Context: an optimization exercise on an open-source flow, tuned for small area. The choices shown serve that exercise and are no tape-out recipe.
The RTL was checked by simulation tests, not by an equivalence proof against the original design.

Setup of the reference run:
Design safe_bus_fabric, start of the top module:
module safe_bus_fabric (
  input  logic         clk_i,
  input  logic         rst_ni,
  input  logic [2:0]   core_req_i,
  input  logic [2:0]   core_op_i,
  input  logic [95:0]  core_addr_i,
  input  logic [95:0]  core_wdata_i,
  output logic [2:0]   core_gnt_o,
  output logic [2:0]   core_rvalid_o,
  output logic [95:0]  core_rdata_o,
  output logic [2:0]   mem_req_o,
  output logic [2:0]   mem_op_o,
  output logic [95:0]  mem_addr_o,
  output logic [95:0]  mem_wdata_o,
  input  logic [2:0]   mem_gnt_i,
  input  logic [2:0]   mem_rvalid_i,
  input  logic [95:0]  mem_rdata_i,
  input  logic [1:0]   mode_req_i,
  input  logic [1:0]   master_req_i,
  input  logic [2:0]   sleep_i,
  output logic [1:0]   mode_o,
  output logic [1:0]   master_o,
  output logic         tmr_error_o,
  output logic         dmr_error_o
);
  logic [1:0]  mode_q;      
  logic [1:0]  master_q;    
  logic        dmr1_q;      
  logic        fill_q;      
  ...
Size: ~1400 cells after synthesis, ~620 I/O pins, ~12000 sq um of cells after synthesis.
export LEC_CHECK = 0
export CAP_MARGIN = 20
export CORE_MARGIN = 2
export CORE_UTILIZATION = 40
export SLEW_MARGIN = 20
export SYNTH_HIERARCHICAL = 1
create_clock -name core_clock -period 6.0 [get_ports {clk_i}]
standard.sh (not shown) runs the stock make flow with config.mk's settings and CLKGATE_MAP_FILE= SYNTH_SCRIPT=/design/flow/synth_recipe.tcl, a recipe that flattens the netlist after the stock synthesis.
==> flow/flow/run.sh <==
#!/bin/bash
# ORFS layout with three changes:
#  * synthesis is the standard one (synth_recipe.tcl, same passes and register names), but
#    ABC maps with an area-oriented script (flow/abc_area_map.script) instead of the speed
#    script; the standard flow's scripts are copied and only that file is swapped;
#  * the port buffers use the plain smallest buffer (buffer_ports otherwise picks the
#    weakest-drive buffer, a large delay cell);
#  * clock tree synthesis uses mid-size clock buffers on clusters of about 14
#    flip-flops, and no dummy loads.
# Each step's full output stays in orfs/logs; make's own output goes to *.log here.
set -euo pipefail
here=$(pwd)
rm -rf "$here/scripts_abc"
cp -r "$FLOW_HOME/scripts" "$here/scripts_abc"
cp "$here/flow/abc_area_map.script" "$here/scripts_abc/abc_speed.script"
SCRIPTS_DIR="$here/scripts_abc" bash standard.sh synth > synth.log 2>&1
export BUFFER_PORTS_ARGS="-buffer_cell sky130_fd_sc_hd__buf_1"
export CTS_ARGS="-sink_clustering_enable -repair_clock_nets -dont_use_dummy_load -sink_clustering_size 14 -sink_clustering_max_diameter 70 -buf_list {sky130_fd_sc_hd__clkbuf_8}"
bash standard.sh > layout.log 2>&1
==> flow/flow/abc_area_map.script <==
strash
dch -f
amap
topo
The reference run finished all stages; the layout is clean.
Inputs modified between the reference run and the trial run:
# the reference run
export LEC_CHECK = 0
export CAP_MARGIN = 20
export CORE_MARGIN = 2
export CORE_UTILIZATION = 40
export SLEW_MARGIN = 20
export SYNTH_HIERARCHICAL = 1
create_clock -name core_clock -period 6.0 [get_ports {clk_i}]
# the trial run
export LEC_CHECK = 0
export CAP_MARGIN = 20
export CELL_PAD_IN_SITES_DETAIL_PLACEMENT = 1
export CELL_PAD_IN_SITES_GLOBAL_PLACEMENT = 1
export CORE_MARGIN = 2
export CORE_UTILIZATION = 40
export SLEW_MARGIN = 20
export SYNTH_HIERARCHICAL = 1
create_clock -name core_clock -period 6.0 [get_ports {clk_i}]
[summary]
- Going from the reference run to the trial run, the post-route clock period utilization was found to have gone up by 0.98 points.
- Taking the reference run as the reference, in the trial run count of flip-flops and latches ~0 delta; worst endpoint data arrival time rose 0.06 ns.

========
lane 1:
safe_bus_fabric, a different RTL version from the one above (not shown whole).
For scale: roughly 1400 cells after synthesis, roughly 210 flip-flops, roughly 620 I/O pins, ~12000 sq um of cells after synthesis.
export LEC_CHECK = 0
export CAP_MARGIN = 20
export CELL_PAD_IN_SITES_DETAIL_PLACEMENT = 1
export CELL_PAD_IN_SITES_GLOBAL_PLACEMENT = 1
export CORE_MARGIN = 2
export CORE_UTILIZATION = 40
export SLEW_MARGIN = 20
export SYNTH_HIERARCHICAL = 1
create_clock -name core_clock -period 6.0 [get_ports {clk_i}]
==> flow/flow/run.sh <==
#!/bin/bash
# ORFS layout with three changes:
#  * synthesis is the standard one (synth_recipe.tcl, same passes and register names), but
#    ABC maps with an area-oriented script (flow/abc_area_map.script) instead of the speed
#    script; the standard flow's scripts are copied and only that file is swapped;
#  * the port buffers use the plain smallest buffer (buffer_ports otherwise picks the
#    weakest-drive buffer, a large delay cell);
#  * clock tree synthesis uses mid-size clock buffers on clusters of about 16
#    flip-flops, and no dummy loads.
# Each step's full output stays in orfs/logs; make's own output goes to *.log here.
set -euo pipefail
here=$(pwd)
rm -rf "$here/scripts_abc"
cp -r "$FLOW_HOME/scripts" "$here/scripts_abc"
cp "$here/flow/abc_area_map.script" "$here/scripts_abc/abc_speed.script"
SCRIPTS_DIR="$here/scripts_abc" bash standard.sh synth > synth.log 2>&1
export BUFFER_PORTS_ARGS="-buffer_cell sky130_fd_sc_hd__buf_1"
export CTS_ARGS="-sink_clustering_enable -repair_clock_nets -dont_use_dummy_load -sink_clustering_size 16 -sink_clustering_max_diameter 80 -buf_list {sky130_fd_sc_hd__clkbuf_8}"
bash standard.sh > layout.log 2>&1
Scripts as last shown in full above: flow/flow/abc_area_map.script
The following lists how lane 2 was set up differently from lane 1:
diff --git a/flow/flow/run.sh b/flow/flow/run.sh
--- a/flow/flow/run.sh
+++ b/flow/flow/run.sh
@@ -7,3 +7,3 @@
 #    weakest-drive buffer, a large delay cell);
-#  * clock tree synthesis uses mid-size clock buffers on clusters of about 16
+#  * clock tree synthesis uses mid-size clock buffers on clusters of about 14
 #    flip-flops, and no dummy loads.
@@ -17,3 +17,3 @@
 export BUFFER_PORTS_ARGS="-buffer_cell sky130_fd_sc_hd__buf_1"
-export CTS_ARGS="-sink_clustering_enable -repair_clock_nets -dont_use_dummy_load -sink_clustering_size 16 -sink_clustering_max_diameter 80 -buf_list {sky130_fd_sc_hd__clkbuf_8}"
+export CTS_ARGS="-sink_clustering_enable -repair_clock_nets -dont_use_dummy_load -sink_clustering_size 14 -sink_clustering_max_diameter 70 -buf_list {sky130_fd_sc_hd__clkbuf_8}"
 bash standard.sh > layout.log 2>&1
==> comparison <==
- Diff lane 1 -> lane 2: routed wire length on met2 went up; number of antenna violations at the first check in global routing shrank by 1; final core utilization now sits at about the same level; critical path depth closely matched the old numbers.
- Compared with lane 1, in lane 2 highest clock frequency the design can meet grew by 0.67 MHz, share of cells above drive strength 1 held steady, global-route wire length before repair held steady.
- | post-detailed-route wirelength per cell | lane 2 vs lane 1 | ≈ equal |
- Setup slack on lane 2 is ahead of lane 1.
- Reported for lane 2 and lane 1, number of placed instances with taps included turned out identical to the last digit.
- There was hardly any difference in fraction of area in multi-input gates between lane 1 and lane 2.

==> re-timing with driven ports <==
How much do the figures lean on ideal ports? The routed layouts below were timed once more, with nothing changed but the port constraints.
Step 1, drivers: a clkbuf_16 drives clk_i and a buf_2 each remaining input, both assumed.
Step 2 also shifts input and output timing later by t, the mid clock arrival at the registers, as if the neighbouring blocks saw the same clock.
a / b / c = ideal ports / drivers / drivers and shift; a / b = the first two.
run | t (ns) | setup slack, ns | worst register clock-pin slew, ns
the reference run | 0.555 | 0.086 / 0.038 / 0.066 | 0.10 / 0.10
the trial run | 0.588 | 0.027 / -0.031 / 0.013 | 0.10 / 0.10
lane 1 | 0.555 | 0.820 / 0.769 / 1.048 | 0.11 / 0.11
lane 2 | 0.554 | 0.838 / 0.786 / 1.051 | 0.10 / 0.10
After both steps setup and hold are still met in every run listed. The setup slack of the reference run, which loses most, moves by -0.048 ns with the drivers and by -0.020 ns with both steps.
